Context: an optimization exercise on an open-source flow, tuned for small area, a short achievable clock period and few clock cycles. The choices shown serve that exercise and are no tape-out recipe. Function was checked by simulation only, so behaviour that the tests miss may differ from the original. Power and IR drop assume default switching activity.

==> inputs of run a <==
// conv2d_stream
module conv2d_stream #(
  parameter int IMAGE_WIDTH  = 64,
  parameter int IMAGE_HEIGHT = 64,
  parameter int FILTER_SIZE  = 3,
  parameter int STRIDE       = 1,
  parameter int DATA_W       = 8,
  parameter int COEF_W       = 8,
  parameter int ACC_W        = 20
) (
  input  logic                                          clk,
  input  logic                                          rst,
  input  logic                                          start,
  input  logic [FILTER_SIZE*FILTER_SIZE*COEF_W-1:0]     filter,
  input  logic [DATA_W-1:0]                             pix_in,
  input  logic                                          pix_valid,
  output logic                                          pix_ready,
  output logic [ACC_W-1:0]                              res_out,
  output logic                                          res_valid,
  input  logic                                          res_ready,
  output logic                                          busy,
  output logic                                          done,
  output logic [$clog2(IMAGE_HEIGHT)-1:0]               row_count,
  output logic [$clog2(IMAGE_WIDTH)-1:0]                col_count
);
  localparam int M    = 38;    
  localparam int AMAX = 2;     
  logic        pr_q, busy_q, done_q, all_in, fin;
  logic [5:0]  rot;                  
  logic [11:0] ei, ed;               
  logic        v1;                   
  logic        acc, start_e, pop, ofree, deliver, drop, issue;
  logic [2:0]  a;
  logic        a_ok;
  logic [12:0] pn;                   
  logic        lag_ok;
  logic        all_in_n, fin_n, rv_n, done_n;
  logic [11:0] ed_nx, ei_nx;
  assign pix_ready = pr_q;
  assign busy      = busy_q;
  assign done      = done_q;
  assign acc     = pix_valid & pr_q;
  assign start_e = start & ~busy_q & ~done_q;
  assign pn      = {all_in, row_count, col_count};
  assign a    = (rot == 6'd0) ? 3'd0 : 3'(6'(M) - rot);
  assign a_ok = (rot == 6'd0) || (rot >= 6'(M - AMAX));
  assign issue = busy_q & ~fin & a_ok & (pn == 13'(ei) + 13'(a) + 13'd1);
  assign ofree   = ~res_valid | res_ready;
  assign pop     = res_valid & res_ready;
  assign deliver = v1 & ofree;
  assign drop    = v1 & ~ofree;
  assign ed_nx  = (ed[5:0] == 6'd63) ? {ed[11:6] + 6'd1, 6'd2} : ed + 12'd1;
  assign ei_nx  = (ei[5:0] == 6'd63) ? {ei[11:6] + 6'd1, 6'd2} : ei + 12'd1;
  ...
Settings: LEC_CHECK=0, CAP_MARGIN=20, CORE_MARGIN=2, CORE_UTILIZATION=40, PLACE_DENSITY=0.6, SLEW_MARGIN=20, SYNTH_HIERARCHICAL=1; clock period 12.0 ns.
run.sh (not shown) runs the stock make flow with config.mk's settings and CLKGATE_MAP_FILE= SYNTH_SCRIPT=/design/flow/synth_recipe.tcl, a recipe that flattens the netlist after the stock synthesis.
==> inputs of run b, as changes to run a <==
==> flow/flow/run.sh (new file) <==
#!/bin/bash
# The standard layout (standard.sh: the standard flow's synthesis and ORFS flow), with
# faster port buffers and timing repair aimed below the 12 ns clock.
set -euo pipefail
bash standard.sh \
  BUFFER_PORTS_ARGS="-buffer_cell sky130_fd_sc_hd__buf_2" \
  SETUP_SLACK_MARGIN=8.4 \
  TNS_END_PERCENT=0 \
  finish > flow_make.log 2>&1
==> flow/standard.sh (new file) <==
#!/bin/bash
# synth_recipe.tcl (not shown) runs the flow's synth.tcl, then flattens the netlist and writes it again
# the make line also repeats each setting of config.mk as NAME=value (left out here)
make -C /OpenROAD-flow-scripts/flow DESIGN_CONFIG=/design/flow/config.mk WORK_HOME=/design/flow/orfs CLKGATE_MAP_FILE= SYNTH_SCRIPT=/design/flow/synth_recipe.tcl "${@:-finish}"
removed: flow/run.sh
==> metrics.yaml <==
layout:
  seqCellArea_um2: 27100
hold_path:
  min_from: "r3[3][5]"
run_status:
  status: "no timing/DRC/antenna violations"
power:
  p_switching_mw: 3.07
  intPower_mw: 7.87
clock_network:
  cts_resized: 20
timing:
  rsz0062_at_grt: "yes"
worst_setup_path:
  cp_num_buf_inv: 0
That was run b.
==> metrics.yaml <==
layout:
  seqCellArea_um2: 27000
worst_setup_path:
  cp.depth: 10
  cp_num_buf_inv: 1
timing:
  rsz0062_at_grt: "no"
synth:
  synth_seq_cells: 1305
  synthSimpleGateAreaFrac_pct: 8.55
clock_network:
  post_cts_buffers: 0
  cts_resized: 0
power:
  intPower_mw: 7.79
  p_switching_mw: 2.92
  report.power.total_mw: 10.7
hold_path:
  min_from: "r3[10][7]"
detailed_routing:
  postRouteWirelength_um: 96500
run_status:
  status: "no timing/DRC/antenna violations"
That was run a.
Testbench counts of run a, summed over its fixed seeds: cycles 98,424.
Testbench counts of run b, summed over its fixed seeds: cycles 98,424.

[what the ideal ports hide]
The results above use ideal ports. As a check the final layouts listed here were re-extracted and re-timed, cells and wires unchanged.
Step 1, drivers: a clkbuf_16 drives clk and a buf_2 each remaining input, both assumed.
Step 2, shift: input delay + t, output delay - t, t = (earliest + latest rising clock arrival at the registers) / 2. This alone moves slack from input paths to output paths.
a / b / c = ideal ports / drivers / drivers and shift; a / b = the first two.
| run | t, ns | setup WS [ns] | worst register clock-pin slew, ns |
|---|---|---|---|
| run a | 0.743 | 7.288 / 7.329 / 6.586 | 0.07 / 0.07 |
| run b | 0.750 | 7.676 / 7.676 / 7.211 | 0.08 / 0.08 |
After both steps every run listed still meets setup and hold. The setup slack of run a, which loses most, moves by +0.041 ns with the drivers and by -0.702 ns with both steps.
